Context: an optimization exercise on an open-source flow, tuned for small area. The choices shown serve that exercise and are no tape-out recipe. Function was not checked in any run shown here: the RTL went through the layout flow alone. In every run shown here, the design's own scripts or RTL, not TritonCTS, make the clock network. The clock port is modelled as an ideal driver, which makes a skipped or thinned clock tree look cheaper than it is; a real chip needs a root buffer or a tree. No activity file was given, so power comes from the tool's default toggle rates.

===== flow/config.mk =====
export PLATFORM = sky130hd
export DESIGN_NAME = cube_raster
export DESIGN_NICKNAME = cube_raster
export VERILOG_FILES = /design/flow/design.v
export SDC_FILE = /design/flow/constraint.sdc
export NUM_CORES = 4
export LEC_CHECK = 0
export CAP_MARGIN = 20
export CORE_MARGIN = 2
export CORE_UTILIZATION = 40
export SLEW_MARGIN = 20
export SYNTH_HIERARCHICAL = 1

===== flow/constraint.sdc =====
create_clock -name core_clock -period 5.0 [get_ports {clk}]
set_input_delay 1.0000 -clock core_clock [delete_from_list [all_inputs] [get_ports {clk}]]
set_output_delay 1.0000 -clock core_clock [all_outputs]
set_load 0.01 [all_outputs]

===== flow/design.v =====
package cube_pkg;
    localparam int COLOR_W   = 8;                    
    localparam int DIM_W     = 8;                    
    localparam int PRODUCT_W = COLOR_W + DIM_W;      
    localparam int BIT_IDX_W = $clog2(COLOR_W);      
    typedef logic [COLOR_W-1:0]   color_t;           
    typedef logic [DIM_W-1:0]     dim_t;             
    typedef logic [PRODUCT_W-1:0] product_t;         
    typedef logic [BIT_IDX_W-1:0] bit_idx_t;         
    typedef enum logic [2:0] {
        ST_IDLE,                                     
        ST_LOAD,                                     
        ST_MULT,                                     
        ST_SEND,                                     
        ST_FINISHED                                  
    } seq_state_t;
endpackage
module fa_cell (
    input  logic a,
    input  logic b,
    input  logic c,
    output logic s,
    output logic co
);
    assign s  = a ^ b ^ c;
    assign co = (a & b) | (a & c) | (b & c);
endmodule
module ha_cell (
    input  logic a,
    input  logic b,
    output logic s,
    output logic co
);
    assign s  = a ^ b;
    assign co = a & b;
endmodule
module ha_n_cell (
    input  logic a,
    input  logic b,
    output logic s,
    output logic co
);
    assign s  = ~(a ^ b);
    assign co = a | b;
endmodule
`timescale 1ns/1ns
module cube_raster
#(
    parameter int NUM_LANES       = 10,
    parameter int WORDS_PER_FRAME = 3,
    parameter int BIT_PERIOD      = 20,
    parameter int ONE_HIGH        = 13,
    parameter int ZERO_HIGH       = 6
) (
    input  logic                   clk,
    input  logic                   reset,
    input  logic                   enable_i,
    input  logic                   ack_i,
    input  logic                   pix_valid_i,
    output logic                   pix_ready_o,
    input  cube_pkg::color_t [NUM_LANES-1:0] pix_color_i,    
    input  cube_pkg::dim_t pix_dim_i,
    output logic                   finished_o,
    output logic [NUM_LANES-1:0]   sout_o
);
    logic st_mult, st_send;
    logic idle, active, xfer;
    logic q_last, q_end, w_zero, word_done;
    logic [4:0] q;                                   
    logic [2:0] w;                                   
    logic [1:0] word_cnt;
    logic       last_word;
    logic [7:0] dim_q;
    logic [7:0] ring_q [NUM_LANES];                  
    logic       ring_flip;
    logic [7:0] ring_col;                            
    logic       ring_hold;                           
    logic       ready_next;
    logic [NUM_LANES-1:0] bit_q;                     
    logic [7:0]  prod_top;                          
    logic       prod_bit;
    logic       prod_bit_q;                          
    assign idle      = ~(pix_ready_o | st_mult | st_send | finished_o);
    assign active    = st_mult | st_send;
    assign xfer      = pix_ready_o & pix_valid_i;
    assign q_last    = (q == 5'd19);
    assign q_end     = (q == 5'd2);
    assign w_zero    = (w == 3'd0);
    assign word_done = st_send & q_end & w_zero;
    assign last_word = (word_cnt == 2'(WORDS_PER_FRAME - 1));
    assign ready_next = (idle & enable_i) | (pix_ready_o & ~pix_valid_i) | (word_done & ~last_word);
    always_ff @(posedge clk) begin
        if (reset) begin
            pix_ready_o <= 1'b0;
            st_mult     <= 1'b0;
            st_send     <= 1'b0;
            finished_o  <= 1'b0;
            word_cnt    <= '0;
        end else begin
            pix_ready_o <= ready_next;
            st_mult     <= xfer | (st_mult & ~q_end);
            st_send     <= (st_mult & q_end) | (st_send & ~word_done);
            finished_o  <= (word_done & last_word) | (finished_o & ~ack_i);
            if (word_done) begin
                word_cnt <= last_word ? '0 : word_cnt + 1'b1;
            end
        end
    end
    always_ff @(posedge clk) begin
        if (reset) begin
            ring_hold <= 1'b1;
        end else begin
            ring_hold <= ~ready_next;
        end
    end
    always_ff @(posedge clk) begin
        if (!active) begin
            q <= 5'd15;
            w <= 3'd7;
        end else begin
            q <= q_last ? 5'd0 : q + 1'b1;
            if (q_last) begin
                w <= w + 1'b1;
            end
        end
    end
    always_ff @(posedge clk) begin
        if (pix_ready_o) begin
            dim_q <= pix_dim_i;
        end
    end
    assign ring_flip = pix_ready_o | (st_mult & ~q[0]);
    for (genvar p = 0; p < NUM_LANES; p++) begin : g_ring
        if (p == 0) begin : g_first
            always_ff @(posedge clk) begin
                ring_q[p] <= ~((pix_color_i[(14 - p) % 10] | {8{ring_hold}}) &
                               (ring_q[(p + 1) % NUM_LANES] | {8{pix_ready_o}})) ^ {8{ring_flip}};
            end
        end else begin : g_rest
            always_ff @(posedge clk) begin
                ring_q[p] <= ~((pix_color_i[(14 - p) % 10] | {8{ring_hold}}) &
                               (ring_q[(p + 1) % NUM_LANES] | {8{pix_ready_o}}));
            end
        end
    end
    assign ring_col = ring_q[0];
    always_ff @(posedge clk) begin
        prod_bit_q <= prod_bit;
        if (q >= 5'd1 && q <= 5'd10) begin
            bit_q <= {bit_q[NUM_LANES-2:0], prod_bit_q};
        end
    end
    for (genvar i = 0; i < NUM_LANES; i++) begin : g_lane
        assign sout_o[i] = st_send & (q >= 5'd5) & ((q <= 5'd10) | ((q <= 5'd17) & bit_q[i]));
    end
    logic pp_0_0, pp_0_1, pp_0_2, pp_0_3, pp_0_4, pp_0_5, pp_0_6, pp_0_7, pp_1_0, pp_1_1, pp_1_2, pp_1_3, pp_1_4, pp_1_5, pp_1_6, pp_1_7, pp_2_0, pp_2_1, pp_2_2, pp_2_3, pp_2_4, pp_2_5, pp_2_6, pp_2_7, pp_3_0, pp_3_1, pp_3_2, pp_3_3, pp_3_4, pp_3_5, pp_3_6, pp_3_7, pp_4_0, pp_4_1, pp_4_2, pp_4_3, pp_4_4, pp_4_5, pp_4_6, pp_4_7, pp_5_0, pp_5_1, pp_5_2, pp_5_3, pp_5_4, pp_5_5, pp_5_6, pp_5_7, pp_6_0, pp_6_1, pp_6_2, pp_6_3, pp_6_4, pp_6_5, pp_6_6, pp_6_7, pp_7_0, pp_7_1, pp_7_2, pp_7_3, pp_7_4, pp_7_5, pp_7_6, pp_7_7, s1, c2, s3, c4, s5, c6, s7, c8, s9, c10, s11, c12, s13, c14, s15, c16, s17, c18, s19, c20, s21, c22, s23, c24, s25, c26, s27, c28, s29, c30, s31, c32, s33, c34, s35, c36, s37, c38, s39, c40, s41, c42, s43, c44, s45, c46, s47, c48, s49, c50, s51, c52, s53, c54, s55, c56, s57, c58, s59, c60, s61, c62, s63, c64, s65, c66, s67, c68, s69, c70, s71, c72, s73, c74, s75, c76, s77, c78, s79, c80, s81, c82, s83, c84;
    logic [15:0] row_a, row_b, prod_full;
    assign pp_0_0 = ~(ring_col[0] & dim_q[0]);
    assign pp_0_1 = ~(ring_col[0] & dim_q[1]);
    assign pp_0_2 = ~(ring_col[0] & dim_q[2]);
    assign pp_0_3 = ~(ring_col[0] & dim_q[3]);
    assign pp_0_4 = ~(ring_col[0] & dim_q[4]);
    assign pp_0_5 = ~(ring_col[0] & dim_q[5]);
    assign pp_0_6 = ~(ring_col[0] & dim_q[6]);
    assign pp_0_7 = ~(ring_col[0] & dim_q[7]);
    assign pp_1_0 = ~(ring_col[1] & dim_q[0]);
    assign pp_1_1 = ~(ring_col[1] & dim_q[1]);
    assign pp_1_2 = ~(ring_col[1] & dim_q[2]);
    assign pp_1_3 = ~(ring_col[1] & dim_q[3]);
    assign pp_1_4 = ~(ring_col[1] & dim_q[4]);
    assign pp_1_5 = ~(ring_col[1] & dim_q[5]);
    assign pp_1_6 = ~(ring_col[1] & dim_q[6]);
    assign pp_1_7 = ~(ring_col[1] & dim_q[7]);
    assign pp_2_0 = ~(ring_col[2] & dim_q[0]);
    assign pp_2_1 = ~(ring_col[2] & dim_q[1]);
    assign pp_2_2 = ~(ring_col[2] & dim_q[2]);
    assign pp_2_3 = ~(ring_col[2] & dim_q[3]);
    assign pp_2_4 = ~(ring_col[2] & dim_q[4]);
    assign pp_2_5 = ~(ring_col[2] & dim_q[5]);
    assign pp_2_6 = ~(ring_col[2] & dim_q[6]);
    assign pp_2_7 = ~(ring_col[2] & dim_q[7]);
    assign pp_3_0 = ~(ring_col[3] & dim_q[0]);
    assign pp_3_1 = ~(ring_col[3] & dim_q[1]);
    assign pp_3_2 = ~(ring_col[3] & dim_q[2]);
    assign pp_3_3 = ~(ring_col[3] & dim_q[3]);
    assign pp_3_4 = ~(ring_col[3] & dim_q[4]);
    assign pp_3_5 = ~(ring_col[3] & dim_q[5]);
    assign pp_3_6 = ~(ring_col[3] & dim_q[6]);
    assign pp_3_7 = ~(ring_col[3] & dim_q[7]);
    assign pp_4_0 = ~(ring_col[4] & dim_q[0]);
    assign pp_4_1 = ~(ring_col[4] & dim_q[1]);
    assign pp_4_2 = ~(ring_col[4] & dim_q[2]);
    assign pp_4_3 = ~(ring_col[4] & dim_q[3]);
    assign pp_4_4 = ~(ring_col[4] & dim_q[4]);
    assign pp_4_5 = ~(ring_col[4] & dim_q[5]);
    assign pp_4_6 = ~(ring_col[4] & dim_q[6]);
    assign pp_4_7 = ~(ring_col[4] & dim_q[7]);
    assign pp_5_0 = ~(ring_col[5] & dim_q[0]);
    assign pp_5_1 = ~(ring_col[5] & dim_q[1]);
    assign pp_5_2 = ~(ring_col[5] & dim_q[2]);
    assign pp_5_3 = ~(ring_col[5] & dim_q[3]);
    assign pp_5_4 = ~(ring_col[5] & dim_q[4]);
    assign pp_5_5 = ~(ring_col[5] & dim_q[5]);
    assign pp_5_6 = ~(ring_col[5] & dim_q[6]);
    assign pp_5_7 = ~(ring_col[5] & dim_q[7]);
    assign pp_6_0 = ~(ring_col[6] & dim_q[0]);
    assign pp_6_1 = ~(ring_col[6] & dim_q[1]);
    assign pp_6_2 = ~(ring_col[6] & dim_q[2]);
    assign pp_6_3 = ~(ring_col[6] & dim_q[3]);
    assign pp_6_4 = ~(ring_col[6] & dim_q[4]);
    assign pp_6_5 = ~(ring_col[6] & dim_q[5]);
    assign pp_6_6 = ~(ring_col[6] & dim_q[6]);
    assign pp_6_7 = ~(ring_col[6] & dim_q[7]);
    assign pp_7_0 = ~(ring_col[7] & dim_q[0]);
    assign pp_7_1 = ~(ring_col[7] & dim_q[1]);
    assign pp_7_2 = ~(ring_col[7] & dim_q[2]);
    assign pp_7_3 = ~(ring_col[7] & dim_q[3]);
    assign pp_7_4 = ~(ring_col[7] & dim_q[4]);
    assign pp_7_5 = ~(ring_col[7] & dim_q[5]);
    assign pp_7_6 = ~(ring_col[7] & dim_q[6]);
    assign pp_7_7 = ~(ring_col[7] & dim_q[7]);
    ha_n_cell u_ha2 (.a(pp_0_6), .b(pp_1_5), .s(s1), .co(c2));
    fa_cell u_fa4 (.a(pp_0_7), .b(pp_1_6), .c(pp_2_5), .s(s3), .co(c4));
    ha_n_cell u_ha6 (.a(pp_3_4), .b(pp_4_3), .s(s5), .co(c6));
    fa_cell u_fa8 (.a(pp_1_7), .b(pp_2_6), .c(pp_3_5), .s(s7), .co(c8));
    ha_n_cell u_ha10 (.a(pp_4_4), .b(pp_5_3), .s(s9), .co(c10));
    fa_cell u_fa12 (.a(pp_2_7), .b(pp_3_6), .c(pp_4_5), .s(s11), .co(c12));
    ha_n_cell u_ha14 (.a(pp_0_4), .b(pp_1_3), .s(s13), .co(c14));
    fa_cell u_fa16 (.a(pp_0_5), .b(pp_1_4), .c(pp_2_3), .s(s15), .co(c16));
    ha_n_cell u_ha18 (.a(pp_3_2), .b(pp_4_1), .s(s17), .co(c18));
    fa_cell u_fa20 (.a(pp_2_4), .b(pp_3_3), .c(pp_4_2), .s(s19), .co(c20));
    fa_cell u_fa22 (.a(pp_5_1), .b(pp_6_0), .c(s1), .s(s21), .co(c22));
    fa_cell u_fa24 (.a(pp_5_2), .b(pp_6_1), .c(pp_7_0), .s(s23), .co(c24));
    fa_cell u_fa26 (.a(c2), .b(s3), .c(s5), .s(s25), .co(c26));
    fa_cell u_fa28 (.a(pp_6_2), .b(pp_7_1), .c(c4), .s(s27), .co(c28));
    fa_cell u_fa30 (.a(c6), .b(s7), .c(s9), .s(s29), .co(c30));
    fa_cell u_fa32 (.a(pp_5_4), .b(pp_6_3), .c(pp_7_2), .s(s31), .co(c32));
    fa_cell u_fa34 (.a(c8), .b(c10), .c(s11), .s(s33), .co(c34));
    fa_cell u_fa36 (.a(pp_3_7), .b(pp_4_6), .c(pp_5_5), .s(s35), .co(c36));
    fa_cell u_fa38 (.a(pp_6_4), .b(pp_7_3), .c(c12), .s(s37), .co(c38));
    fa_cell u_fa40 (.a(pp_4_7), .b(pp_5_6), .c(pp_6_5), .s(s39), .co(c40));
    ha_n_cell u_ha42 (.a(pp_0_3), .b(pp_1_2), .s(s41), .co(c42));
    fa_cell u_fa44 (.a(pp_2_2), .b(pp_3_1), .c(pp_4_0), .s(s43), .co(c44));
    fa_cell u_fa46 (.a(pp_5_0), .b(c14), .c(s15), .s(s45), .co(c46));
    fa_cell u_fa48 (.a(c16), .b(c18), .c(s19), .s(s47), .co(c48));
    fa_cell u_fa50 (.a(c20), .b(c22), .c(s23), .s(s49), .co(c50));
    fa_cell u_fa52 (.a(c24), .b(c26), .c(s27), .s(s51), .co(c52));
    fa_cell u_fa54 (.a(c28), .b(c30), .c(s31), .s(s53), .co(c54));
    fa_cell u_fa56 (.a(c32), .b(c34), .c(s35), .s(s55), .co(c56));
    fa_cell u_fa58 (.a(pp_7_4), .b(c36), .c(c38), .s(s57), .co(c58));
    fa_cell u_fa60 (.a(pp_5_7), .b(pp_6_6), .c(pp_7_5), .s(s59), .co(c60));
    ha_n_cell u_ha62 (.a(pp_0_2), .b(pp_1_1), .s(s61), .co(c62));
    fa_cell u_fa64 (.a(pp_2_1), .b(pp_3_0), .c(s41), .s(s63), .co(c64));
    fa_cell u_fa66 (.a(s13), .b(c42), .c(s43), .s(s65), .co(c66));
    fa_cell u_fa68 (.a(s17), .b(c44), .c(s45), .s(s67), .co(c68));
    fa_cell u_fa70 (.a(s21), .b(c46), .c(s47), .s(s69), .co(c70));
    fa_cell u_fa72 (.a(s25), .b(c48), .c(s49), .s(s71), .co(c72));
    fa_cell u_fa74 (.a(s29), .b(c50), .c(s51), .s(s73), .co(c74));
    fa_cell u_fa76 (.a(s33), .b(c52), .c(s53), .s(s75), .co(c76));
    fa_cell u_fa78 (.a(s37), .b(c54), .c(s55), .s(s77), .co(c78));
    fa_cell u_fa80 (.a(s39), .b(c56), .c(s57), .s(s79), .co(c80));
    fa_cell u_fa82 (.a(c40), .b(c58), .c(s59), .s(s81), .co(c82));
    fa_cell u_fa84 (.a(pp_6_7), .b(pp_7_6), .c(c60), .s(s83), .co(c84));
    assign row_a = {1'b1, pp_7_7, c82, c80, c78, c76, c74, c72, c70, c68, c66, c64, c62, pp_2_0, pp_0_1, pp_0_0};
    assign row_b = {1'b1, c84, s83, s81, s79, s77, s75, s73, s71, s69, s67, s65, s63, s61, pp_1_0, 1'b1};
    logic [8:0] cy;
    logic [7:0] hi_sum;
    assign cy[0] = 1'b1;
    assign cy[1] = (row_a[0] & row_b[0]) | (row_a[0] & cy[0]) | (row_b[0] & cy[0]);
    assign cy[2] = (row_a[1] & row_b[1]) | (row_a[1] & cy[1]) | (row_b[1] & cy[1]);
    assign cy[3] = (row_a[2] & row_b[2]) | (row_a[2] & cy[2]) | (row_b[2] & cy[2]);
    assign cy[4] = (row_a[3] & row_b[3]) | (row_a[3] & cy[3]) | (row_b[3] & cy[3]);
    assign cy[5] = (row_a[4] & row_b[4]) | (row_a[4] & cy[4]) | (row_b[4] & cy[4]);
    assign cy[6] = (row_a[5] & row_b[5]) | (row_a[5] & cy[5]) | (row_b[5] & cy[5]);
    assign cy[7] = (row_a[6] & row_b[6]) | (row_a[6] & cy[6]) | (row_b[6] & cy[6]);
    assign cy[8] = (row_a[7] & row_b[7]) | (row_a[7] & cy[7]) | (row_b[7] & cy[7]);
    assign prod_full[7:0] = '0;
    assign hi_sum = row_a[15:8] + row_b[15:8] + {7'b0, cy[8]};
    assign prod_full[15:8] = ~hi_sum;
    assign prod_top = prod_full[15:8];
    assign prod_bit = prod_top[3'd7 - w];
endmodule

===== flow/flow/run.sh =====
#!/bin/bash
# Layout flow: the standard flow (standard.sh) with two changes:
#  - port buffers are the smallest buffer, sky130_fd_sc_hd__buf_1
#  - the clock tree is built by flow/manual_cts.tcl (ORFS's PRE_CTS_TCL hook):
#    four clkbuf_16, each driving a quarter of the flip-flops, fed straight
#    from the clock port; ORFS's own clock tree synthesis is skipped
# The make output goes to standard.log here; ORFS keeps each step's log too.
set -euo pipefail
export BUFFER_PORTS_ARGS="-buffer_cell sky130_fd_sc_hd__buf_1"
export PRE_CTS_TCL="$PWD/flow/manual_cts.tcl"
export MCTS_LEAVES=4
export MCTS_ROOTS=0
export MCTS_LEAF_BUF=sky130_fd_sc_hd__clkbuf_16
bash standard.sh > standard.log 2>&1

===== flow/flow/manual_cts.tcl =====
proc mcts_env {name default} {
  if {[info exists ::env($name)] && $::env($name) ne ""} { return $::env($name) }
  return $default
}
set nleaf [mcts_env MCTS_LEAVES 4]
set nroot [mcts_env MCTS_ROOTS 0]
set leafbuf [mcts_env MCTS_LEAF_BUF sky130_fd_sc_hd__clkbuf_16]
set rootbuf [mcts_env MCTS_ROOT_BUF sky130_fd_sc_hd__clkbuf_16]
set block [ord::get_db_block]
set db [ord::get_db]
set clknet [$block findNet clk]

# Split items {obj x y} into n groups of nearly equal size: recursively halve
# along the longer side of the group's bounding box.
proc mcts_split {items n} {
  if {$n <= 1} { return [list $items] }
  set xs {}; set ys {}
  foreach s $items { lappend xs [lindex $s 1]; lappend ys [lindex $s 2] }
  set xs [lsort -integer $xs]; set ys [lsort -integer $ys]
  set key [expr {([lindex $xs end] - [lindex $xs 0]) >= ([lindex $ys end] - [lindex $ys 0]) ? 1 : 2}]
  set s [lsort -integer -index $key $items]
  set n1 [expr {$n / 2}]
  set cut [expr {([llength $s] * $n1) / $n}]
  return [concat [mcts_split [lrange $s 0 [expr {$cut - 1}]] $n1] \
                 [mcts_split [lrange $s $cut end] [expr {$n - $n1}]]]
}

# Drive the pins of group g (items {iterm x y}) from a new buffer; returns the
# buffer's input item {iterm x y} at the group's centroid.
proc mcts_drive {block master name g} {
  set inst [odb::dbInst_create $block $master $name]
  set net [odb::dbNet_create $block "${name}_clk"]
  $net setSigType CLOCK
  set sx 0; set sy 0
  foreach s $g {
    set it [lindex $s 0]
    $it disconnect
    $it connect $net
    set sx [expr {$sx + [lindex $s 1]}]
    set sy [expr {$sy + [lindex $s 2]}]
  }
  set n [llength $g]
  set cx [expr {$sx / $n}]; set cy [expr {$sy / $n}]
  [$inst findITerm X] connect $net
  $inst setLocation $cx $cy
  $inst setPlacementStatus PLACED
  puts "manual_cts: $name ([$master getName]) drives $n pins"
  return [list [$inst findITerm A] $cx $cy]
}

set sinks {}
foreach it [$clknet getITerms] {
  set loc [[$it getInst] getLocation]
  lappend sinks [list $it [lindex $loc 0] [lindex $loc 1]]
}
puts "manual_cts: [llength $sinks] clock pins, $nleaf leaf buffers, $nroot root buffers"
set leaves {}
set k 0
foreach g [mcts_split $sinks $nleaf] {
  lappend leaves [mcts_drive $block [$db findMaster $leafbuf] "mcts_leaf_$k" $g]
  incr k
}
set top $leaves
if {$nroot > 0} {
  set top {}
  set k 0
  foreach g [mcts_split $leaves $nroot] {
    lappend top [mcts_drive $block [$db findMaster $rootbuf] "mcts_root_$k" $g]
    incr k
  }
}
if {[llength $top] > 4} { error "manual_cts: clock port would drive [llength $top] pins" }
foreach s $top { [lindex $s 0] connect $clknet }

# The tree is built: make ORFS's clock_tree_synthesis call a no-op.
rename clock_tree_synthesis mcts_orfs_clock_tree_synthesis
proc clock_tree_synthesis {args} { puts "manual_cts: clock_tree_synthesis $args skipped" }

===== flow/standard.sh =====
#!/bin/bash
# synth_recipe.tcl (not shown) runs the flow's synth.tcl, then flattens the netlist and writes it again
# the make line also repeats each setting of config.mk as NAME=value (left out here)
make -C /OpenROAD-flow-scripts/flow DESIGN_CONFIG=/design/flow/config.mk WORK_HOME=/design/flow/orfs CLKGATE_MAP_FILE= SYNTH_SCRIPT=/design/flow/synth_recipe.tcl "${@:-finish}"

==> summary.txt, run 1 <==
Floorplan
  – Row count: 42
  – Chip width: 119 um
  – Core outline area: 13100 um2
  – Vert. Die Dim: 119 um
  – Initial Util: 40.6%
  – DIE AREA: 14300 um2
  – I/O pin total: 105

Critical path
  – CP Capture Type: register
  – Critical path class: register to register
  – Critical Path Source Type: register
  – Flop2flop setup slack: 0.36 ns
  – Required @ worst endpoint: 5.09 ns
  – WP data arrival: 4.73 ns
  – Critical path fanouts, max: 6

GRT
  – Total GRT Usage: 17.5%
  – GR met3 Demand/Resource: 1.96%
  – Met2 Usage GRT: 30.4%
  – Initial antenna violation count: 1
  – Global-route wire length before repair: 20400 um
  – Vias in the first global route: 4055
  – Top Usage Layer GRT: met2
  – Largest net degree at the start of global routing: 94
  – Grt total ovfl: 0
  – Met1 Track Usage GR: 24.6%

Synth
  – Post-Syn Nets: 694
  – Primary FF master, synth: dfxtp_1
  – Top-area cell type share of the netlist area: 36.1%
  – #FFs+latches synth: 114
  – Area leader, netlist: dfxtp_1
  – Post-synthesis async set-or-reset flop share: 0%
  – Synth unique cells: 48
  – Post-synthesis sequential area ratio: 46.2%
  – Top post-synthesis cells by count: dfxtp_1, nand2_1, o22ai_1
  – Number of synthesized flops with an enable pin: 18
  – Cell with the most instances after synthesis: dfxtp_1
  – Synth Warn #: 8
  – Avg Cell Area, Syn: 9.76 um2
  – Top cells by area, synth: dfxtp_1, fa_1, edfxtp_1
  – Post-Syn Instances: 546
  – Synthesized area: 5330 um2

Power and ir drop
  – Power per cell area: 512 nW/um2
  – VDD IR max: 292 uV
  – Leakage power: 0.00241 uW
  – Total Power: 3080 uW

Cells and area
  – Fill count: 1318
  – Antenna cells: 0
  – Fin util: 45.8%
  – Share of post-route cells with drive strength above 1: 5.55%
  – Final nets: 781
  – Final Non-Filler Cells: 807
  – Area growth syn-to-layout: 13.0%

Detailed routing
  – Vias per cell: 5.05
  – Final Routed Wirelength: 12500 um
  – WL per Instance: 15.5 um
  – Residual DRC: 0
  – Initial DRC count: 318
  – Routed vias: 4075
  – Antenna-violating nets left: 0
  – DRT Pass-1 Iters: 4

Clock tree
  – CTS clk-pin slew, worst paths: 0.12 ns
  – Clock Latency Late Sink: 0.18 ns

Placed design
  – Gpl congestion: 0.901
  – Placed cell count: 797
  – Final HPWL DP: 9410 um
  – PortBufs: 104

Timing
  – Final Skew: 0.0280 ns
  – Final period utilization: 92.8%
  – Tmin final: 4.64 ns
  – Setup_tns: 0 ns
  – Unrepaired setup endpoints after global routing: false
  – Worst hold-check slack: 0.386 ns
  – Rel. slew slack: 32.3%
  – Worst slew pin tran: 1.02 ns
  – Final hold viol count: 0
  – Pins over their slew limit: 0
  – FMAX: 215 MHz
  – Final Setup Violations: 0

Min path
  – Worst min path class: register to register

Run status
  – Status: finished clean

Run
  – Max cap viols: 0
[final timing paths]
check                 end         start  cells past startpoint
max            prod_bit_q  ring_q[0][2]                     18
min          ring_q[1][6]  ring_q[2][6]                      1
max reg2reg    prod_bit_q  ring_q[0][2]                     18
min reg2reg  ring_q[1][6]  ring_q[2][6]                      1
[per-module statistics from Yosys, one instance, submodules excluded]
module | flip-flops and latches | copies in the design | area (um2)
fa_cell | 0 | 35 | 20.0
cube_raster | 114 | 1 | 4440
ha_n_cell | 0 | 7 | 27.5
[timing repair]
item | in CTS | in global routing
buffers inserted | 0 | 6
setup endpoints to repair | 0 | 1
resized for setup | 0 | 4
hold buffers | 0 | 0
endpoints found under the hold margin | 0 | 0
[worst max-delay path: stages (launching register included)]
cell       delay [ns]
dfxtp_2          0.40
nand2_1          0.09
fa_1             0.55
fa_1             0.44
fa_1             0.60
a31oi_1          0.06
nor2_1           0.12
a21oi_1          0.05
a221oi_2         0.21
o21a_1           0.15
a21oi_1          0.05
fa_2             0.36
fa_1             0.38
nand2b_1         0.17
o2bb2ai_1        0.15
xor2_1           0.15
a31oi_1          0.17
o221ai_1         0.12
a311o_1          0.33
[area by class of cell]
cell class | count | area [um2] | share of cell area (%)
Tap cell | 176 | 220 | 3.66
Buffer | 4 | 100 | 1.66
Inverter | 42 | 158 | 2.62
Multi-Input combinational cell | 348 | 2540 | 42.2
Sequential cell | 114 | 2470 | 41.0
Timing Repair Buffer | 123 | 533 | 8.85
[where the power goes]
group	switching [uW]	total, uW	internal [uW]
registers	106	1220	1110
logic	769	1480	714
clock network	233	382	149
total	1110	3080	1970
[logic make-up (layout without fill, tap and decap cells)]
logic type / count (synthesis) / after routing / synth area share [%]
AO/OA/AOI/OAI: 148 / 148 / 17.0
AND/OR/NAND/NOR: 136 / 136 / 10.9
flip-flops: 114 / 114 / 46.2
buffers and inverters: 84 / 169 / 6.25
adder cells (fa/ha/maj): 56 / 56 / 18.3
XOR/XNOR: 6 / 6 / 0.986
multiplexers: 2 / 2 / 0.376
[flip-flops by register name, summed over array words and instances, names as in the netlist]
| name | cells |
|---|---|
| st_mult | 1 |
| st_send | 1 |
| q | 5 |
| dim_q | 8 |
| ring_q | 80 |
| finished_o | 1 |
| bit_q | 10 |
| pix_ready_o | 1 |
| w | 3 |
| word_cnt | 2 |
| prod_bit_q | 1 |
| ring_hold | 1 |
[layer usage]
metal | vias to the layer above | part of all wire, %
li1 | 2030 | -
met1 | 1927 | 47
met2 | 108 | 47
met3 | 8 | 5.1
met4 | 2 | 0.78
met5 | - | 0.10
[placed cells by master (no fill, tap or decap), drive strengths merged, types with 4 or more instances in the layout]
cell type  synthesis  layout
fa                37      37
ha                18      18
a21oi             27      27
nor3               6       6
o22ai             75      75
o21ai             24      24
inv               42      42
nand2             90      90
clkbuf            35       4
dfxtp             96      96
buf                7     123
o21a               4       4
edfxtp            18      18
nor2              24      24
[through the flow]
stage / area, um2 / setup slack [ns]
final: 6020 / 0.358
after global routing: 6020 / 0.00962
after CTS: 5970 / 0.180
after detailed placement: 5870 / 0.191
after global placement: 5870 / 0.272
after floorplan: 5330 / 0.285
==> inputs of run 2 (changes only) <==
--- a/flow/design.v
+++ b/flow/design.v
@@ -72,6 +72,6 @@
     logic       last_word;
-    logic [7:0] dim_q;
+    logic [7:0] dim_n_q;                             
     logic [7:0] ring_q [NUM_LANES];                  
     logic       ring_flip;
-    logic [7:0] ring_col;                            
+    logic [7:0] ring_col_n;                          
     logic       ring_hold;                           
@@ -128,6 +128,6 @@
         if (pix_ready_o) begin
-            dim_q <= pix_dim_i;
-        end
-    end
-    assign ring_flip = pix_ready_o | (st_mult & ~q[0]);
+            dim_n_q <= ~pix_dim_i;
+        end
+    end
+    assign ring_flip = (st_mult & q[0]) | (st_send & w_zero & (q == 5'd3));
     for (genvar p = 0; p < NUM_LANES; p++) begin : g_ring
@@ -136,3 +136,3 @@
                 ring_q[p] <= ~((pix_color_i[(14 - p) % 10] | {8{ring_hold}}) &
-                               (ring_q[(p + 1) % NUM_LANES] | {8{pix_ready_o}})) ^ {8{ring_flip}};
+                               ((ring_q[(p + 1) % NUM_LANES] ^ {8{ring_flip}}) | {8{pix_ready_o}}));
             end
@@ -145,3 +145,3 @@
     end
-    assign ring_col = ring_q[0];
+    assign ring_col_n = ring_q[0];
     always_ff @(posedge clk) begin
@@ -157,75 +157,75 @@
     logic [15:0] row_a, row_b, prod_full;
-    assign pp_0_0 = ~(ring_col[0] & dim_q[0]);
-    assign pp_0_1 = ~(ring_col[0] & dim_q[1]);
-    assign pp_0_2 = ~(ring_col[0] & dim_q[2]);
-    assign pp_0_3 = ~(ring_col[0] & dim_q[3]);
-    assign pp_0_4 = ~(ring_col[0] & dim_q[4]);
-    assign pp_0_5 = ~(ring_col[0] & dim_q[5]);
-    assign pp_0_6 = ~(ring_col[0] & dim_q[6]);
-    assign pp_0_7 = ~(ring_col[0] & dim_q[7]);
-    assign pp_1_0 = ~(ring_col[1] & dim_q[0]);
-    assign pp_1_1 = ~(ring_col[1] & dim_q[1]);
-    assign pp_1_2 = ~(ring_col[1] & dim_q[2]);
-    assign pp_1_3 = ~(ring_col[1] & dim_q[3]);
-    assign pp_1_4 = ~(ring_col[1] & dim_q[4]);
-    assign pp_1_5 = ~(ring_col[1] & dim_q[5]);
-    assign pp_1_6 = ~(ring_col[1] & dim_q[6]);
-    assign pp_1_7 = ~(ring_col[1] & dim_q[7]);
-    assign pp_2_0 = ~(ring_col[2] & dim_q[0]);
-    assign pp_2_1 = ~(ring_col[2] & dim_q[1]);
-    assign pp_2_2 = ~(ring_col[2] & dim_q[2]);
-    assign pp_2_3 = ~(ring_col[2] & dim_q[3]);
-    assign pp_2_4 = ~(ring_col[2] & dim_q[4]);
-    assign pp_2_5 = ~(ring_col[2] & dim_q[5]);
-    assign pp_2_6 = ~(ring_col[2] & dim_q[6]);
-    assign pp_2_7 = ~(ring_col[2] & dim_q[7]);
-    assign pp_3_0 = ~(ring_col[3] & dim_q[0]);
-    assign pp_3_1 = ~(ring_col[3] & dim_q[1]);
-    assign pp_3_2 = ~(ring_col[3] & dim_q[2]);
-    assign pp_3_3 = ~(ring_col[3] & dim_q[3]);
-    assign pp_3_4 = ~(ring_col[3] & dim_q[4]);
-    assign pp_3_5 = ~(ring_col[3] & dim_q[5]);
-    assign pp_3_6 = ~(ring_col[3] & dim_q[6]);
-    assign pp_3_7 = ~(ring_col[3] & dim_q[7]);
-    assign pp_4_0 = ~(ring_col[4] & dim_q[0]);
-    assign pp_4_1 = ~(ring_col[4] & dim_q[1]);
-    assign pp_4_2 = ~(ring_col[4] & dim_q[2]);
-    assign pp_4_3 = ~(ring_col[4] & dim_q[3]);
-    assign pp_4_4 = ~(ring_col[4] & dim_q[4]);
-    assign pp_4_5 = ~(ring_col[4] & dim_q[5]);
-    assign pp_4_6 = ~(ring_col[4] & dim_q[6]);
-    assign pp_4_7 = ~(ring_col[4] & dim_q[7]);
-    assign pp_5_0 = ~(ring_col[5] & dim_q[0]);
-    assign pp_5_1 = ~(ring_col[5] & dim_q[1]);
-    assign pp_5_2 = ~(ring_col[5] & dim_q[2]);
-    assign pp_5_3 = ~(ring_col[5] & dim_q[3]);
-    assign pp_5_4 = ~(ring_col[5] & dim_q[4]);
-    assign pp_5_5 = ~(ring_col[5] & dim_q[5]);
-    assign pp_5_6 = ~(ring_col[5] & dim_q[6]);
-    assign pp_5_7 = ~(ring_col[5] & dim_q[7]);
-    assign pp_6_0 = ~(ring_col[6] & dim_q[0]);
-    assign pp_6_1 = ~(ring_col[6] & dim_q[1]);
-    assign pp_6_2 = ~(ring_col[6] & dim_q[2]);
-    assign pp_6_3 = ~(ring_col[6] & dim_q[3]);
-    assign pp_6_4 = ~(ring_col[6] & dim_q[4]);
-    assign pp_6_5 = ~(ring_col[6] & dim_q[5]);
-    assign pp_6_6 = ~(ring_col[6] & dim_q[6]);
-    assign pp_6_7 = ~(ring_col[6] & dim_q[7]);
-    assign pp_7_0 = ~(ring_col[7] & dim_q[0]);
-    assign pp_7_1 = ~(ring_col[7] & dim_q[1]);
-    assign pp_7_2 = ~(ring_col[7] & dim_q[2]);
-    assign pp_7_3 = ~(ring_col[7] & dim_q[3]);
-    assign pp_7_4 = ~(ring_col[7] & dim_q[4]);
-    assign pp_7_5 = ~(ring_col[7] & dim_q[5]);
-    assign pp_7_6 = ~(ring_col[7] & dim_q[6]);
-    assign pp_7_7 = ~(ring_col[7] & dim_q[7]);
-    ha_n_cell u_ha2 (.a(pp_0_6), .b(pp_1_5), .s(s1), .co(c2));
+    assign pp_0_0 = ~(ring_col_n[0] | dim_n_q[0]);
+    assign pp_0_1 = ~(ring_col_n[0] | dim_n_q[1]);
+    assign pp_0_2 = ~(ring_col_n[0] | dim_n_q[2]);
+    assign pp_0_3 = ~(ring_col_n[0] | dim_n_q[3]);
+    assign pp_0_4 = ~(ring_col_n[0] | dim_n_q[4]);
+    assign pp_0_5 = ~(ring_col_n[0] | dim_n_q[5]);
+    assign pp_0_6 = ~(ring_col_n[0] | dim_n_q[6]);
+    assign pp_0_7 = ~(ring_col_n[0] | dim_n_q[7]);
+    assign pp_1_0 = ~(ring_col_n[1] | dim_n_q[0]);
+    assign pp_1_1 = ~(ring_col_n[1] | dim_n_q[1]);
+    assign pp_1_2 = ~(ring_col_n[1] | dim_n_q[2]);
+    assign pp_1_3 = ~(ring_col_n[1] | dim_n_q[3]);
+    assign pp_1_4 = ~(ring_col_n[1] | dim_n_q[4]);
+    assign pp_1_5 = ~(ring_col_n[1] | dim_n_q[5]);
+    assign pp_1_6 = ~(ring_col_n[1] | dim_n_q[6]);
+    assign pp_1_7 = ~(ring_col_n[1] | dim_n_q[7]);
+    assign pp_2_0 = ~(ring_col_n[2] | dim_n_q[0]);
+    assign pp_2_1 = ~(ring_col_n[2] | dim_n_q[1]);
+    assign pp_2_2 = ~(ring_col_n[2] | dim_n_q[2]);
+    assign pp_2_3 = ~(ring_col_n[2] | dim_n_q[3]);
+    assign pp_2_4 = ~(ring_col_n[2] | dim_n_q[4]);
+    assign pp_2_5 = ~(ring_col_n[2] | dim_n_q[5]);
+    assign pp_2_6 = ~(ring_col_n[2] | dim_n_q[6]);
+    assign pp_2_7 = ~(ring_col_n[2] | dim_n_q[7]);
+    assign pp_3_0 = ~(ring_col_n[3] | dim_n_q[0]);
+    assign pp_3_1 = ~(ring_col_n[3] | dim_n_q[1]);
+    assign pp_3_2 = ~(ring_col_n[3] | dim_n_q[2]);
+    assign pp_3_3 = ~(ring_col_n[3] | dim_n_q[3]);
+    assign pp_3_4 = ~(ring_col_n[3] | dim_n_q[4]);
+    assign pp_3_5 = ~(ring_col_n[3] | dim_n_q[5]);
+    assign pp_3_6 = ~(ring_col_n[3] | dim_n_q[6]);
+    assign pp_3_7 = ~(ring_col_n[3] | dim_n_q[7]);
+    assign pp_4_0 = ~(ring_col_n[4] | dim_n_q[0]);
+    assign pp_4_1 = ~(ring_col_n[4] | dim_n_q[1]);
+    assign pp_4_2 = ~(ring_col_n[4] | dim_n_q[2]);
+    assign pp_4_3 = ~(ring_col_n[4] | dim_n_q[3]);
+    assign pp_4_4 = ~(ring_col_n[4] | dim_n_q[4]);
+    assign pp_4_5 = ~(ring_col_n[4] | dim_n_q[5]);
+    assign pp_4_6 = ~(ring_col_n[4] | dim_n_q[6]);
+    assign pp_4_7 = ~(ring_col_n[4] | dim_n_q[7]);
+    assign pp_5_0 = ~(ring_col_n[5] | dim_n_q[0]);
+    assign pp_5_1 = ~(ring_col_n[5] | dim_n_q[1]);
+    assign pp_5_2 = ~(ring_col_n[5] | dim_n_q[2]);
+    assign pp_5_3 = ~(ring_col_n[5] | dim_n_q[3]);
+    assign pp_5_4 = ~(ring_col_n[5] | dim_n_q[4]);
+    assign pp_5_5 = ~(ring_col_n[5] | dim_n_q[5]);
+    assign pp_5_6 = ~(ring_col_n[5] | dim_n_q[6]);
+    assign pp_5_7 = ~(ring_col_n[5] | dim_n_q[7]);
+    assign pp_6_0 = ~(ring_col_n[6] | dim_n_q[0]);
+    assign pp_6_1 = ~(ring_col_n[6] | dim_n_q[1]);
+    assign pp_6_2 = ~(ring_col_n[6] | dim_n_q[2]);
+    assign pp_6_3 = ~(ring_col_n[6] | dim_n_q[3]);
+    assign pp_6_4 = ~(ring_col_n[6] | dim_n_q[4]);
+    assign pp_6_5 = ~(ring_col_n[6] | dim_n_q[5]);
+    assign pp_6_6 = ~(ring_col_n[6] | dim_n_q[6]);
+    assign pp_6_7 = ~(ring_col_n[6] | dim_n_q[7]);
+    assign pp_7_0 = ~(ring_col_n[7] | dim_n_q[0]);
+    assign pp_7_1 = ~(ring_col_n[7] | dim_n_q[1]);
+    assign pp_7_2 = ~(ring_col_n[7] | dim_n_q[2]);
+    assign pp_7_3 = ~(ring_col_n[7] | dim_n_q[3]);
+    assign pp_7_4 = ~(ring_col_n[7] | dim_n_q[4]);
+    assign pp_7_5 = ~(ring_col_n[7] | dim_n_q[5]);
+    assign pp_7_6 = ~(ring_col_n[7] | dim_n_q[6]);
+    assign pp_7_7 = ~(ring_col_n[7] | dim_n_q[7]);
+    ha_cell u_ha2 (.a(pp_0_6), .b(pp_1_5), .s(s1), .co(c2));
     fa_cell u_fa4 (.a(pp_0_7), .b(pp_1_6), .c(pp_2_5), .s(s3), .co(c4));
-    ha_n_cell u_ha6 (.a(pp_3_4), .b(pp_4_3), .s(s5), .co(c6));
+    ha_cell u_ha6 (.a(pp_3_4), .b(pp_4_3), .s(s5), .co(c6));
     fa_cell u_fa8 (.a(pp_1_7), .b(pp_2_6), .c(pp_3_5), .s(s7), .co(c8));
-    ha_n_cell u_ha10 (.a(pp_4_4), .b(pp_5_3), .s(s9), .co(c10));
+    ha_cell u_ha10 (.a(pp_4_4), .b(pp_5_3), .s(s9), .co(c10));
     fa_cell u_fa12 (.a(pp_2_7), .b(pp_3_6), .c(pp_4_5), .s(s11), .co(c12));
-    ha_n_cell u_ha14 (.a(pp_0_4), .b(pp_1_3), .s(s13), .co(c14));
+    ha_cell u_ha14 (.a(pp_0_4), .b(pp_1_3), .s(s13), .co(c14));
     fa_cell u_fa16 (.a(pp_0_5), .b(pp_1_4), .c(pp_2_3), .s(s15), .co(c16));
-    ha_n_cell u_ha18 (.a(pp_3_2), .b(pp_4_1), .s(s17), .co(c18));
+    ha_cell u_ha18 (.a(pp_3_2), .b(pp_4_1), .s(s17), .co(c18));
     fa_cell u_fa20 (.a(pp_2_4), .b(pp_3_3), .c(pp_4_2), .s(s19), .co(c20));
@@ -241,3 +241,3 @@
     fa_cell u_fa40 (.a(pp_4_7), .b(pp_5_6), .c(pp_6_5), .s(s39), .co(c40));
-    ha_n_cell u_ha42 (.a(pp_0_3), .b(pp_1_2), .s(s41), .co(c42));
+    ha_cell u_ha42 (.a(pp_0_3), .b(pp_1_2), .s(s41), .co(c42));
     fa_cell u_fa44 (.a(pp_2_2), .b(pp_3_1), .c(pp_4_0), .s(s43), .co(c44));
@@ -251,3 +251,3 @@
     fa_cell u_fa60 (.a(pp_5_7), .b(pp_6_6), .c(pp_7_5), .s(s59), .co(c60));
-    ha_n_cell u_ha62 (.a(pp_0_2), .b(pp_1_1), .s(s61), .co(c62));
+    ha_cell u_ha62 (.a(pp_0_2), .b(pp_1_1), .s(s61), .co(c62));
     fa_cell u_fa64 (.a(pp_2_1), .b(pp_3_0), .c(s41), .s(s63), .co(c64));
@@ -263,7 +263,7 @@
     fa_cell u_fa84 (.a(pp_6_7), .b(pp_7_6), .c(c60), .s(s83), .co(c84));
-    assign row_a = {1'b1, pp_7_7, c82, c80, c78, c76, c74, c72, c70, c68, c66, c64, c62, pp_2_0, pp_0_1, pp_0_0};
-    assign row_b = {1'b1, c84, s83, s81, s79, s77, s75, s73, s71, s69, s67, s65, s63, s61, pp_1_0, 1'b1};
+    assign row_a = {1'b0, pp_7_7, c82, c80, c78, c76, c74, c72, c70, c68, c66, c64, c62, pp_2_0, pp_0_1, pp_0_0};
+    assign row_b = {1'b0, c84, s83, s81, s79, s77, s75, s73, s71, s69, s67, s65, s63, s61, pp_1_0, 1'b0};
     logic [8:0] cy;
     logic [7:0] hi_sum;
-    assign cy[0] = 1'b1;
+    assign cy[0] = 1'b0;
     assign cy[1] = (row_a[0] & row_b[0]) | (row_a[0] & cy[0]) | (row_b[0] & cy[0]);
@@ -278,3 +278,3 @@
     assign hi_sum = row_a[15:8] + row_b[15:8] + {7'b0, cy[8]};
-    assign prod_full[15:8] = ~hi_sum;
+    assign prod_full[15:8] = hi_sum;
     assign prod_top = prod_full[15:8];
--- a/flow/flow/run.sh
+++ b/flow/flow/run.sh
@@ -4,3 +4,3 @@
 #  - the clock tree is built by flow/manual_cts.tcl (ORFS's PRE_CTS_TCL hook):
-#    four clkbuf_16, each driving a quarter of the flip-flops, fed straight
+#    four buf_12, each driving a quarter of the flip-flops, fed straight
 #    from the clock port; ORFS's own clock tree synthesis is skipped
@@ -12,3 +12,3 @@
 export MCTS_ROOTS=0
-export MCTS_LEAF_BUF=sky130_fd_sc_hd__clkbuf_16
+export MCTS_LEAF_BUF=sky130_fd_sc_hd__buf_12
 bash standard.sh > standard.log 2>&1
==> summary.txt, run 2 <==
Run status
  – Status: finished clean (unchanged)

Power and ir drop
  – Leakage power: 0.00235 uW (was 0.00241 uW)
  – VDD IR max: 313 uV (was 292 uV)
  – Power per cell area: 579 nW/um2 (was 512 nW/um2)

Cells and area
  – Max reg flops: 80 (unchanged)
  – Biggest register: ring_q (unchanged)
  – Fill count: 1222 (was 1318)
  – Largest regs: ring_q (80), bit_q (10), dim_n_q (8) (was ring_q (80), bit_q (10), dim_q (8))
  – Fin util: 46.5% (was 45.8%)
  – Commonest non-fill, non-tap cell in the layout: buf_1 (unchanged)
  – Antenna cells: 0 (unchanged)
  – Most frequent cells in the layout: buf_1, dfxtp_1, o22ai_1, nor2_1, fa_1 (was buf_1, dfxtp_1, nand2_1, o22ai_1, inv_1)
  – Fin area: 5900 um2 (was 6020 um2)
  – Area growth syn-to-layout: 12.8% (was 13.0%)
  – Final nets: 742 (was 781)
  – Share of post-route cells with drive strength above 1: 6.59% (was 5.55%)

Floorplan
  – Vert. Die Dim: 118 um (was 119 um)
  – Row count: 41 (was 42)
  – DIE AREA: 14000 um2 (was 14300 um2)
  – Chip width: 118 um (was 119 um)
  – Core outline area: 12700 um2 (was 13100 um2)
  – I/O pin total: 105 (unchanged)
  – Initial Util: 41.3% (was 40.6%)

Timing
  – Final period utilization: 94.9% (was 92.8%)
  – Worst hold-check slack: 0.418 ns (was 0.386 ns)
  – FMAX: 211 MHz (was 215 MHz)
  – Post-route worst setup slack: 0.254 ns (was 0.358 ns)
  – Final Setup Violations: 0 (unchanged)
  – Final hold viol count: 0 (unchanged)
  – Pins over their slew limit: 0 (unchanged)
  – Worst slew pin tran: 0.958 ns (was 1.02 ns)
  – Rel. slew slack: 36.1% (was 32.3%)
  – Final Skew: 0.0114 ns (was 0.0280 ns)
  – Tmin final: 4.75 ns (was 4.64 ns)

Synth
  – Top post-synthesis cells by count: dfxtp_1, o22ai_1, nor2_1 (was dfxtp_1, nand2_1, o22ai_1)
  – Top-area cell type share of the netlist area: 36.8% (was 36.1%)
  – Synth unique cells: 47 (was 48)
  – Post-Syn Nets: 655 (was 694)
  – Area leader, netlist: dfxtp_1 (unchanged)
  – Avg Cell Area, Syn: 10.3 um2 (was 9.76 um2)
  – Post-synthesis sequential area ratio: 47.1% (was 46.2%)
  – Number of synthesized flops with an enable pin: 18 (unchanged)
  – #FFs+latches synth: 114 (unchanged)
  – Post-synthesis async set-or-reset flop share: 0% (unchanged)
  – Synth Warn #: 8 (unchanged)
  – Cell with the most instances after synthesis: dfxtp_1 (unchanged)
  – Primary FF master, synth: dfxtp_1 (unchanged)
  – Top cells by area, synth: dfxtp_1, fa_1, edfxtp_1 (unchanged)
  – Post-Syn Instances: 507 (was 546)
  – Synthesized area: 5230 um2 (was 5330 um2)

Detailed routing
  – Antenna-violating nets left: 0 (unchanged)
  – Final Routed Wirelength: 11700 um (was 12500 um)
  – Initial DRC count: 268 (was 318)
  – Routed vias: 3907 (was 4075)
  – Vias per cell: 5.11 (was 5.05)
  – DRT Pass-1 Iters: 4 (unchanged)
  – WL per Instance: 15.3 um (was 15.5 um)
  – Residual DRC: 0 (unchanged)

Min path
  – Hold_sp: ring_q[7][1] (was ring_q[2][6])
  – Worst min path class: register to register (unchanged)
  – Hold endpoint: ring_q[6][1] (was ring_q[1][6])
  – Hold depth: 1 (unchanged)

Critical path
  – WP data arrival: 4.79 ns (was 4.73 ns)
  – CP Capture Type: register (unchanged)
  – Critical path fanouts, max: 5 (was 6)
  – Required @ worst endpoint: 5.05 ns (was 5.09 ns)
  – Critical Path Source Type: register (unchanged)
  – Worst r2r src: dim_n_q[5] (was ring_q[0][2])
  – R2R depth: 17 (was 18)
  – R2R Path End: prod_bit_q (unchanged)
  – Flop2flop setup slack: 0.25 ns (was 0.36 ns)
  – Critical path class: register to register (unchanged)

Placed design
  – PortBufs: 104 (unchanged)
  – Gpl congestion: 0.851 (was 0.901)
  – Pre-CTS setup slack: 0.109 ns (was 0.191 ns)
  – Final HPWL DP: 8830 um (was 9410 um)
  – Placed Area: 5750 um2 (was 5870 um2)

Run
  – Max cap viols: 0 (unchanged)

GRT
  – Total GRT Usage: 16.0% (was 17.5%)
  – Vias in the first global route: 3767 (was 4055)
  – Grt total ovfl: 0 (unchanged)
  – Largest net degree at the start of global routing: 66 (was 94)
  – Initial antenna violation count: 0 (was 1)
  – Global-route wire length before repair: 18800 um (was 20400 um)

Clock tree
  – Clock Latency Late Sink: 0.15 ns (was 0.18 ns)
  – Post-CTS Hold Fix Bufs: 0 (unchanged)
  – CTS clk-pin slew, worst paths: 0.11 ns (was 0.12 ns)
-- run 2: cell count changes after synthesis, sizes merged, moves of 4 or more --
cell	delta
o22ai	+6
o21ai	-14
a21oi	-6
xor2	+7
inv	-27
a211oi	+6
o21a	-4
nand2	-68
nor2	+56
-- run 2: power by group --
group          switching (uW)  total (uW)  internal (uW)
clock                     218         348            131
sequential               99.6        1220           1120
combinational             923        1840            922
-- run 2: kinds of logic after synthesis --
logic type | Yosys count | share of synthesized area (%)
buffers and inverters | 55 | 4.24
AOI/OAI and AO/OA | 135 | 16.5
muxes | 3 | 0.598
and+or+nand+nor | 133 | 11.1
adders and majority gates | 56 | 18.7
DFF | 114 | 47.1
xor gates and xnor gates | 11 | 1.84
-- run 2: area by class of cell --
cell class              count  area (um2)  share of cell area, %
plain buffers               4        80.1                   1.36
well taps                 172         215                   3.65
inverters                  15        56.3                  0.955
flip-flops and latches    114        2470                   41.8
repair buffers            121         518                   8.79
multi-input cells         338        2560                   43.4
-- run 2: worst max-delay path by stage --
stage	end	start	depth (start not counted)	slack, ns
global route	prod_bit_q	dim_n_q[5]	17	-0.01
floorplan	prod_bit_q	dim_n_q[6]	18	0.34
finish	prod_bit_q	dim_n_q[5]	17	0.25
CTS	prod_bit_q	ring_q[0][0]	17	0.09
global placement	prod_bit_q	dim_n_q[5]	17	0.23
detailed placement	prod_bit_q	ring_q[0][0]	17	0.11
-- run 2: metrics by stage --
stage / cells / total power (uW) / setup TNS, ns
2_1_floorplan: 507 / 2530 / 0
3_3_place_gp: 754 / 2830 / 0
3_5_place_dp: 754 / 2900 / 0
4_1_cts: 758 / 3180 / 0
5_1_grt: 764 / 3710 / -0.0140
6_report: 764 / 3410 / 0
-- run 2: worst max-delay path, stage by stage (launching register included) --
cell      delay [ns]
edfxtp_1        0.48
nor2_1          0.14
ha_1            0.25
fa_1            0.40
fa_1            0.55
fa_1            0.44
nor2_2          0.14
nor2_1          0.07
nand3_1         0.08
o21ai_0         0.08
a31o_2          0.23
fa_2            0.38
fa_2            0.40
a211oi_4        0.30
nor4_1          0.09
a211oi_1        0.18
nand4_1         0.12
o32a_2          0.33
-- run 2: repair_timing --
item / in CTS / in global routing
endpoints found under the hold margin: 0 / 0
setup endpoints to repair: 0 / 1
gates resized for setup: 0 / 5
setup buffers: 0 / 6
-- run 2: metal layers --
layer	track usage (%)	share of wire, %	up-vias
li1	-	-	1946
met1	23.5	47	1845
met2	26.5	47	104
met3	1.35	5.2	12
met4	2.03	1.2	0
met5	0	0	-
-- run 2: modules after synthesis, one instance, submodules excluded --
module	flip-flops and latches	copies in the design	cells	cell area, um2
cube_raster	114	1	465	4440
fa_cell	0	35	1	20.0
ha_cell	0	7	1	12.5

[what the ideal ports hide]
Ports are ideal in the flow. The routed layouts listed here were re-timed in OpenROAD. Step 1: set_driving_cell puts a clkbuf_16 on clk and a buf_2 on each other input, an assumption about the parent block. Step 2 adds t to the input delays and takes it off the output delays; t is the mean of the earliest and latest rising clock arrival at the registers after step 1. Input paths then give back, and output paths get back, about the clock's delay inside the block. Three values: ideal ports, drivers, drivers and shift; two values: the first two.
| run | shift t [ns] | slack for setup (ns) | hold slack, ns | worst setup path after step 2 | worst slew at a driven data input, ns |
|---|---|---|---|---|---|
| run 1 | 0.244 | 0.358 / 0.358 / 0.358 | 0.386 / 0.387 / 0.387 | register to register | 0.07 |
| run 2 | 0.221 | 0.254 / 0.254 / 0.254 | 0.418 / 0.418 / 0.418 | register to register | 0.06 |
After both steps every run listed still meets setup and hold.
